From an optimization exercise on the open Yosys and OpenROAD flow, aimed at small area, a short achievable clock period and few clock cycles per item; shortcuts taken in it are not production practice. Only the layout flow was run in this run; the RTL was not checked for function there. Power and IR drop assume default switching activity.

**design/flow/run.sh**
```bash
#!/bin/bash
# synth_recipe.tcl (not shown) runs the flow's synth.tcl, then flattens the netlist and writes it again
# the make line also repeats each setting of config.mk as NAME=value (left out here)
make -C /OpenROAD-flow-scripts/flow DESIGN_CONFIG=/design/flow/config.mk WORK_HOME=/design/flow/orfs CLKGATE_MAP_FILE= SYNTH_SCRIPT=/design/flow/synth_recipe.tcl finish
```
**design/flow/constraint.sdc**
```tcl
create_clock -name core_clock -period 6.0 [get_ports {Clk}]
set_input_delay 1.2000 -clock core_clock [delete_from_list [all_inputs] [get_ports {Clk}]]
set_output_delay 1.2000 -clock core_clock [all_outputs]
set_load 0.01 [all_outputs]
```
**design/flow/config.mk**
```make
export PLATFORM = sky130hd
export DESIGN_NAME = outLayerTop
export DESIGN_NICKNAME = outLayerTop
export VERILOG_FILES = /design/flow/design.v
export SDC_FILE = /design/flow/constraint.sdc
export NUM_CORES = 4
export LEC_CHECK = 0
export CAP_MARGIN = 20
export CORE_MARGIN = 2
export CORE_UTILIZATION = 40
export SLEW_MARGIN = 20
```
**design/flow/design.v**
```verilog
`timescale 1ns/1ps
`timescale 1ns/1ps
`timescale 1ns/1ps
`timescale 1ns/1ps
`timescale 1ns/1ps
`timescale 1ns/1ps
`timescale 1ns/1ps
`timescale 1ns/1ps
`timescale 1ns/1ps
`default_nettype none
module outLayerTop (
    input  wire        Clk,
    input  wire        rstN,
    input  wire        weightWrEn,
    input  wire [8:0]  weightWrAddr,
    input  wire [7:0]  weightWrData,
    input  wire        pixelWrEn,
    input  wire [4:0]  pixelWrIdx,
    input  wire [7:0]  pixelWrData,
    input  wire        start,
    output reg         busy,
    output reg         done,
    output reg         scoreValid,
    output reg  [3:0]  scoreIdx,
    output reg  [23:0] scoreValue,
    output reg  [3:0]  classIdx,
    output reg  [23:0] classScore
);
    localparam NT = 30;
    localparam NN = 10;
    reg       rstQ;
    reg       s0_wEn, s0_pEn;
    reg [8:0] s0_wAddr;
    reg [7:0] s0_wData, s0_pData;
    reg [4:0] s0_pIdx;
    always @(posedge Clk) begin
        rstQ     <= ~rstN;
        s0_wEn   <= rstN & weightWrEn;
        s0_pEn   <= rstN & pixelWrEn;
        s0_wAddr <= weightWrAddr;
        s0_wData <= weightWrData;
        s0_pIdx  <= pixelWrIdx;
        s0_pData <= pixelWrData;
    end
    reg [3:0] n0;
    reg [8:0] rowBase;
    always @* begin
        if      (s0_wAddr >= 9'd270) begin n0 = 4'd9; rowBase = 9'd270; end
        else if (s0_wAddr >= 9'd240) begin n0 = 4'd8; rowBase = 9'd240; end
        else if (s0_wAddr >= 9'd210) begin n0 = 4'd7; rowBase = 9'd210; end
        else if (s0_wAddr >= 9'd180) begin n0 = 4'd6; rowBase = 9'd180; end
        else if (s0_wAddr >= 9'd150) begin n0 = 4'd5; rowBase = 9'd150; end
        else if (s0_wAddr >= 9'd120) begin n0 = 4'd4; rowBase = 9'd120; end
        else if (s0_wAddr >= 9'd90)  begin n0 = 4'd3; rowBase = 9'd90;  end
        else if (s0_wAddr >= 9'd60)  begin n0 = 4'd2; rowBase = 9'd60;  end
        else if (s0_wAddr >= 9'd30)  begin n0 = 4'd1; rowBase = 9'd30;  end
        else                         begin n0 = 4'd0; rowBase = 9'd0;   end
    end
    wire [8:0] t0Full = s0_wAddr - rowBase;
    wire [4:0] t0     = t0Full[4:0];
    wire       wV     = s0_wEn & (s0_wAddr < 9'd300);
    wire       pV     = s0_pEn & (s0_pIdx < 5'd30);
    wire       rcSlot;
    wire [4:0] rcCol;
    function automatic [29:0] oh30(input [4:0] i);
        oh30 = 30'd1 << i;
    endfunction
    function automatic [9:0] oh10(input [3:0] i);
        oh10 = 10'd1 << i;
    endfunction
    reg        s1_ww, s1_pw, s1_rc, s1_dual2;
    reg [9:0]  s1_rowOH;
    reg [29:0] s1_wColOH, s1_pColOH, s1_rdColOH;
    reg [7:0]  s1_wData, s1_pData;
    always @(posedge Clk) begin
        if (!rstN) begin
            s1_ww     <= 1'b0;
            s1_pw     <= 1'b0;
            s1_rc     <= 1'b0;
            s1_dual2  <= 1'b0;
            s1_rowOH  <= '0;
            s1_wColOH <= '0;
            s1_pColOH <= '0;
        end else begin
            s1_ww     <= wV;
            s1_pw     <= pV;
            s1_rc     <= rcSlot;
            s1_dual2  <= wV & pV & (t0 != s0_pIdx);
            s1_rowOH  <= wV ? oh10(n0) : 10'd0;
            s1_wColOH <= wV ? oh30(t0) : 30'd0;
            s1_pColOH <= pV ? oh30(s0_pIdx) : 30'd0;
        end
        s1_rdColOH <= rcSlot ? oh30(rcCol) : (pV ? oh30(s0_pIdx) : oh30(t0));
        s1_wData   <= s0_wData;
        s1_pData   <= s0_pData;
    end
    reg [7:0] W [0:NN-1][0:NT-1];
    reg [7:0] P [0:NT-1];
    wire [7:0] wdEff = rstQ ? 8'd0 : s1_wData;
    wire [7:0] pdEff = rstQ ? 8'd0 : s1_pData;
    wire [9:0]  rowE = s1_rowOH | {NN{rstQ}};
    wire [29:0] colE = s1_wColOH | {NT{rstQ}};
    wire [29:0] pixE = s1_pColOH | {NT{rstQ}};
    genvar gn, gt;
    generate
        for (gn = 0; gn < NN; gn = gn + 1) begin : gRow
            for (gt = 0; gt < NT; gt = gt + 1) begin : gCol
                always @(posedge Clk) begin
                    if (rowE[gn] & colE[gt]) W[gn][gt] <= wdEff;
                end
            end
        end
        for (gt = 0; gt < NT; gt = gt + 1) begin : gPix
            always @(posedge Clk) begin
                if (pixE[gt]) P[gt] <= pdEff;
            end
        end
    endgenerate
    reg [7:0] Wcol [0:NN-1];
    reg [7:0] Pc;
    reg [7:0] Wn0;
    integer i, j;
    always @* begin
        for (i = 0; i < NN; i = i + 1) begin
            Wcol[i] = 8'd0;
            for (j = 0; j < NT; j = j + 1)
                Wcol[i] = Wcol[i] | (W[i][j] & {8{s1_rdColOH[j]}});
        end
        Pc = 8'd0;
        for (j = 0; j < NT; j = j + 1)
            Pc = Pc | (P[j] & {8{s1_rdColOH[j]}});
        Wn0 = 8'd0;
        for (i = 0; i < NN; i = i + 1)
            Wn0 = Wn0 | (Wcol[i] & {8{s1_rowOH[i]}});
    end
    wire [8:0] dw    = {s1_wData[7], s1_wData} - {Wn0[7], Wn0};
    wire [8:0] dp    = s1_rc ? {Pc[7], Pc} : ({s1_pData[7], s1_pData} - {Pc[7], Pc});
    wire       wOnly = s1_ww & ~s1_pw;
    wire       dual1 = s1_ww & s1_pw & (Pc != 8'd0) & (dw != 9'd0);
    reg [7:0] s2_A [0:NN-1];
    reg [8:0] s2_B;
    reg       s2_v;
    reg       dirty;
    always @(posedge Clk) begin
        if (!rstN) s2_v <= 1'b0;
        else       s2_v <= s1_ww | s1_pw | s1_rc;
        for (i = 0; i < NN; i = i + 1) begin
            if (wOnly) s2_A[i] <= s1_rowOH[i] ? Pc : 8'd0;
            else       s2_A[i] <= s1_rowOH[i] ? s1_wData : Wcol[i];
        end
        s2_B <= wOnly ? dw : dp;
    end
    reg [16:0] s3_prod [0:NN-1];
    reg        s3_v;
    always @(posedge Clk) begin
        if (!rstN) s3_v <= 1'b0;
        else       s3_v <= s2_v;
        for (i = 0; i < NN; i = i + 1)
            s3_prod[i] <= $signed(s2_A[i]) * $signed(s2_B);
    end
    reg [23:0] S [0:NN-1];
    wire       clrS;
    always @(posedge Clk) begin
        for (i = 0; i < NN; i = i + 1) begin
            if (rstQ | clrS)
                S[i] <= 24'd0;
            else if (s3_v)
                S[i] <= S[i] + {{7{s3_prod[i][16]}}, s3_prod[i]};
        end
    end
    localparam [2:0] ST_IDLE = 3'd0, ST_WAIT = 3'd1, ST_RC = 3'd2, ST_DRAIN = 3'd3,
                     ST_OUT = 3'd4;
    reg [2:0] state;
    reg [1:0] wc;
    reg [4:0] rcCnt;
    reg [9:0] outOH;
    reg [3:0] outCnt;
    assign rcSlot = (state == ST_RC);
    assign rcCol  = rcCnt;
    assign clrS   = (state == ST_RC) && (rcCnt == 5'd0);
    reg [23:0] Ssel;
    always @* begin
        Ssel = 24'd0;
        for (i = 0; i < NN; i = i + 1)
            Ssel = Ssel | (S[i] & {24{outOH[i]}});
    end
    wire takeNew = outOH[0] | ($signed(Ssel) > $signed(classScore));
    always @(posedge Clk) begin
        if (!rstN) begin
            state      <= ST_IDLE;
            busy       <= 1'b0;
            done       <= 1'b0;
            scoreValid <= 1'b0;
            scoreIdx   <= 4'd0;
            classIdx   <= 4'd0;
            classScore <= 24'd0;
            dirty      <= 1'b0;
            wc         <= 2'd0;
            rcCnt      <= 5'd0;
            outOH      <= 10'd0;
            outCnt     <= 4'd0;
        end else begin
            if (s1_dual2 | dual1) dirty <= 1'b1;
            case (state)
                ST_IDLE: begin
                    done       <= 1'b0;
                    scoreValid <= 1'b0;
                    if (start) begin
                        busy  <= 1'b1;
                        state <= ST_WAIT;
                        wc    <= 2'd0;
                    end
                end
                ST_WAIT: begin
                    wc <= wc + 2'd1;
                    if (wc == 2'd1 && dirty) begin
                        dirty <= 1'b0;
                        state <= ST_RC;
                        rcCnt <= 5'd0;
                    end else if (wc == 2'd2) begin
                        state  <= ST_OUT;
                        outOH  <= 10'd1;
                        outCnt <= 4'd0;
                    end
                end
                ST_RC: begin
                    rcCnt <= rcCnt + 5'd1;
                    if (rcCnt == 5'd29) begin
                        state <= ST_DRAIN;
                        wc    <= 2'd0;
                    end
                end
                ST_DRAIN: begin
                    wc <= wc + 2'd1;
                    if (wc == 2'd2) begin
                        state  <= ST_OUT;
                        outOH  <= 10'd1;
                        outCnt <= 4'd0;
                    end
                end
                ST_OUT: begin
                    if (outOH == 10'd0) begin
                        state      <= ST_IDLE;
                        busy       <= 1'b0;
                        done       <= 1'b0;
                        scoreValid <= 1'b0;
                    end else begin
                        scoreValid <= 1'b1;
                        scoreIdx   <= outCnt;
                        outCnt     <= outCnt + 4'd1;
                        outOH      <= {outOH[8:0], 1'b0};
                        done       <= outOH[9];
                        if (takeNew) begin
                            classIdx   <= outCnt;
                            classScore <= Ssel;
                        end
                    end
                end
                default: state <= ST_IDLE;
            endcase
        end
    end
    always @(posedge Clk) begin
        scoreValue <= Ssel;
    end
endmodule
`default_nettype wire
```
==> results.json <==
{
  "cts_tree": "built",
  "hold_buffers": 0,
  "synth_cell_types": 91,
  "vdd_drop_max_uv": 701,
  "async_flop_share": 0,
  "synth_common_cells": "edfxtp_1 (2640), a22oi_1 (1230), nor2_1 (920)",
  "critPathTopFamily": "simple AND/OR/NAND/NOR gates",
  "rows": 230,
  "worstSetupPathType": "reg -> reg",
  "antenna_found_initial": 29,
  "syn_area_per_cell_um2": 12.9,
  "gp_congestion": 0.935,
  "finalCritPeriodShare": 0.886,
  "syn-num-nets": 13431,
  "yosysSeqAreaShare": 0.598,
  "ff2ff_path_depth": 18,
  "path_buf_inv": 1,
  "first_global_vias": 100941,
  "hold_viol": 0,
  "die_h_um": 631,
  "num-fill-cells": 34802,
  "worst_skew_pair.late_latency_ps": 1020,
  "rsz0062_at_grt": "false",
  "cellPowerDensity_nw_per_um2": 532,
  "drt-initial-drc-count": 14384,
  "design_area_um2": 178000,
  "grt_max_degree": 212,
  "vias_per_cell": 5.88,
  "slew_violations": 0,
  "skew_ps": 87.6,
  "nets": 13664,
  "post_cts_buffers": 0,
  "p_leak_nw": 67.5,
  "wl_um": 534000,
  "route.detailed.drc": 0,
  "setup_viol": 0,
  "die_area_um2": 398000,
  "dpl_cell_area_um2": 167000,
  "max-cap-violations": 0,
  "timing.fmax_mhz": 188,
  "start_kind": "flip-flop",
  "drive_above_1_share": 0.0884,
  "power_mw": 94.9,
  "cts.repair.resized": 0,
  "cts-root-buf": "clkbuf_16",
  "critPathCaptureType": "flip-flop",
  "hold_path.class": "reg -> reg",
  "crit_path_frequent_cell": "a21oi_1",
  "dpl.hpwl_um": 361000,
  "grtUsageTotal": 0.263,
  "synth-edff-count": 2640,
  "register_area_um2": 94200,
  "critical_path_arrival_ps": 6120,
  "via_count": 105523,
  "cts_buffer_depth": 4,
  "start_util": 0.401,
  "synth_area_leader_cell": "edfxtp_1",
  "crit_cells": 18,
  "whs_path_depth": 0,
  "min_period_ps": 5310,
  "netlist_area_um2": 157000,
  "postRouteAntennaNets": 0,
  "yosys_register_bits": 3378,
  "grt_pass1_wl_um": 756000,
  "yosys_warnings": 7,
  "multi_input_area_um2": 57900,
  "yosysTopAreaCellShare": 0.504,
  "routedWlPerCell_um": 29.8,
  "cp_max_fo": 24,
  "slowest_stage": "or4_1",
  "area_growth_pct": 13.5,
  "cts.sinks": 3378,
  "numPortBuffers": 93,
  "synth_area_leaders": "edfxtp_1 (50%), dfxtp_1 (9.4%), fa_1 (7.9%)",
  "worstPathRequired_ps": 6810,
  "clkSlewWorstSetupHoldPaths_ps": 60,
  "cts.htree.levels": 5,
  "io_pins": 94,
  "synth.most_common_cell": "edfxtp_1",
  "synthesis.instances": 12180,
  "gr-total-overflow": 0,
  "die_x_um": 631,
  "dr.pass1.iters": 7,
  "status": "finished clean",
  "cts_buffers": 347,
  "cp_slowest_stage_delay_ps": 700,
  "tightest_slew_ps": 1320,
  "maxSlewHeadroom": 0.116,
  "crit_chain": "buf_4 -> a22oi_1 -> nand4_1 -> or4_1 -> a22o_1 -> a221oi_1 -> and3_1 -> ha_1 -> nor2b_1 -> o21ai_0 -> nand2b_1 -> a21oi_1 -> o21bai_1 -> a21o_1 -> a21oi_1 -> xnor2_1 -> nor4_1 -> o22ai_1",
  "ys.flop_type": "edfxtp_1",
  "core_area_um2": 392000
}
==> layout make-up <==
type / instances / area share
Multi-Input combinational cell: 7262 / 0.324
Timing Repair Buffer: 510 / 0.0263
Tap cell: 5220 / 0.0366
Antenna cell: 16 / 0.000224
Inverter: 914 / 0.0192
Sequential cell: 3378 / 0.528
Clock inverter: 182 / 0.0127
Clock buffer: 458 / 0.0529
==> worst paths after layout <==
path,start,slack (ps),to
max,s1_rdColOH[2],690,dirty
max reg2reg,s1_rdColOH[2],690,dirty
min reg2reg,s0_pData[7],320,s1_pData[7]
min,s0_pData[7],320,s1_pData[7]
==> worst register-to-register path, delay by kind of cell (launching register included) <==
| family | cells | cell delay [ps] |
|---|---|---|
| simple gates | 6 | 2040 |
| compound gates | 9 | 1780 |
| flops | 1 | 570 |
| buf+inv | 1 | 350 |
| fa+ha+maj | 1 | 310 |
| xor+xnor | 1 | 100 |
==> layer usage <==
metal  up-vias  track usage  wire (um)
li1      45238            -          -
met1     53311        0.353     212000
met2      5832        0.405     237000
met3      1132       0.0547      54300
met4        10        0.131      30800
met5         -            0         78
==> kinds of logic (layout without fill, tap and decap cells) <==
logic type	after synthesis	after routing	synth area share
fa+ha+maj	1216	1216	0.127
compound gates	2621	2621	0.118
flops	3378	3378	0.598
xor+xnor	370	370	0.0207
buf+inv	1540	2064	0.0369
simple gates	2949	2949	0.0922
other cells	0	16	0
mux	106	106	0.00675
==> metrics by stage <==
stage	instances	TNS, ps	utilization	worst slack, ps	hold WS [ps]
after detailed placement	17276	0	0.425	848	313
after floorplan	12180	-6356610	-	-3580	310
after global placement	17267	0	0.425	864	314
after CTS	17916	0	0.455	812	327
after global routing	17929	0	0.456	479	331
final	17940	0	0.456	687	324
==> cells in the final DEF, fill, tap and decap left out, drive strengths merged, types with 284 or more instances in the layout <==
master | Yosys | layout
a21oi | 336 | 336
a22oi | 1230 | 1230
and2 | 439 | 439
buf | 124 | 418
clkbuf | 502 | 458
dfxtp | 738 | 738
edfxtp | 2640 | 2640
fa | 623 | 623
ha | 593 | 593
inv | 913 | 923
nand2 | 573 | 573
nor2 | 921 | 921
o21ai | 284 | 284
==> flip-flops by register name, summed over array words and instances, names as in the netlist, 9 cells and up <==
| signal | cells |
|---|---|
| s1_rdColOH | 30 |
| scoreValue | 24 |
| s1_wColOH | 30 |
| P | 240 |
| s3_prod | 170 |
| outOH | 10 |
| s1_rowOH | 10 |
| s1_pColOH | 30 |
| classScore | 24 |
| s2_B | 9 |
| s2_A | 80 |
| W | 2400 |
| s0_wAddr | 9 |
| S | 240 |
==> where the power goes <==
group	internal (mW)	switching, mW	total, mW
clock	12.9	9.59	22.4
combinational	17.8	24.7	42.5
sequential	27.6	2.27	29.9

==> separate check: timing with driven ports <==
The flow's constraints put no driver on any port. The routed layout listed below was extracted and timed again, unchanged, in two steps. Step 1, drivers: a clkbuf_16 drives Clk and a buf_2 each remaining input, both assumed. Step 2 also shifts input and output timing later by t, the mid clock arrival at the registers, as if the neighbouring blocks saw the same clock. Three values: ideal ports, drivers, drivers and shift; two values: the first two.
t, ns: 1.074
setup WS [ns]: 0.687 / 0.687 / 0.687
worst hold slack (ns): 0.324 / 0.324 / 0.324
pins driven straight from the clock port: 1
After both steps setup and hold are still met in this run. For this run, drivers alone change the setup slack by 0.000 ns; drivers and shift together by 0.000 ns.
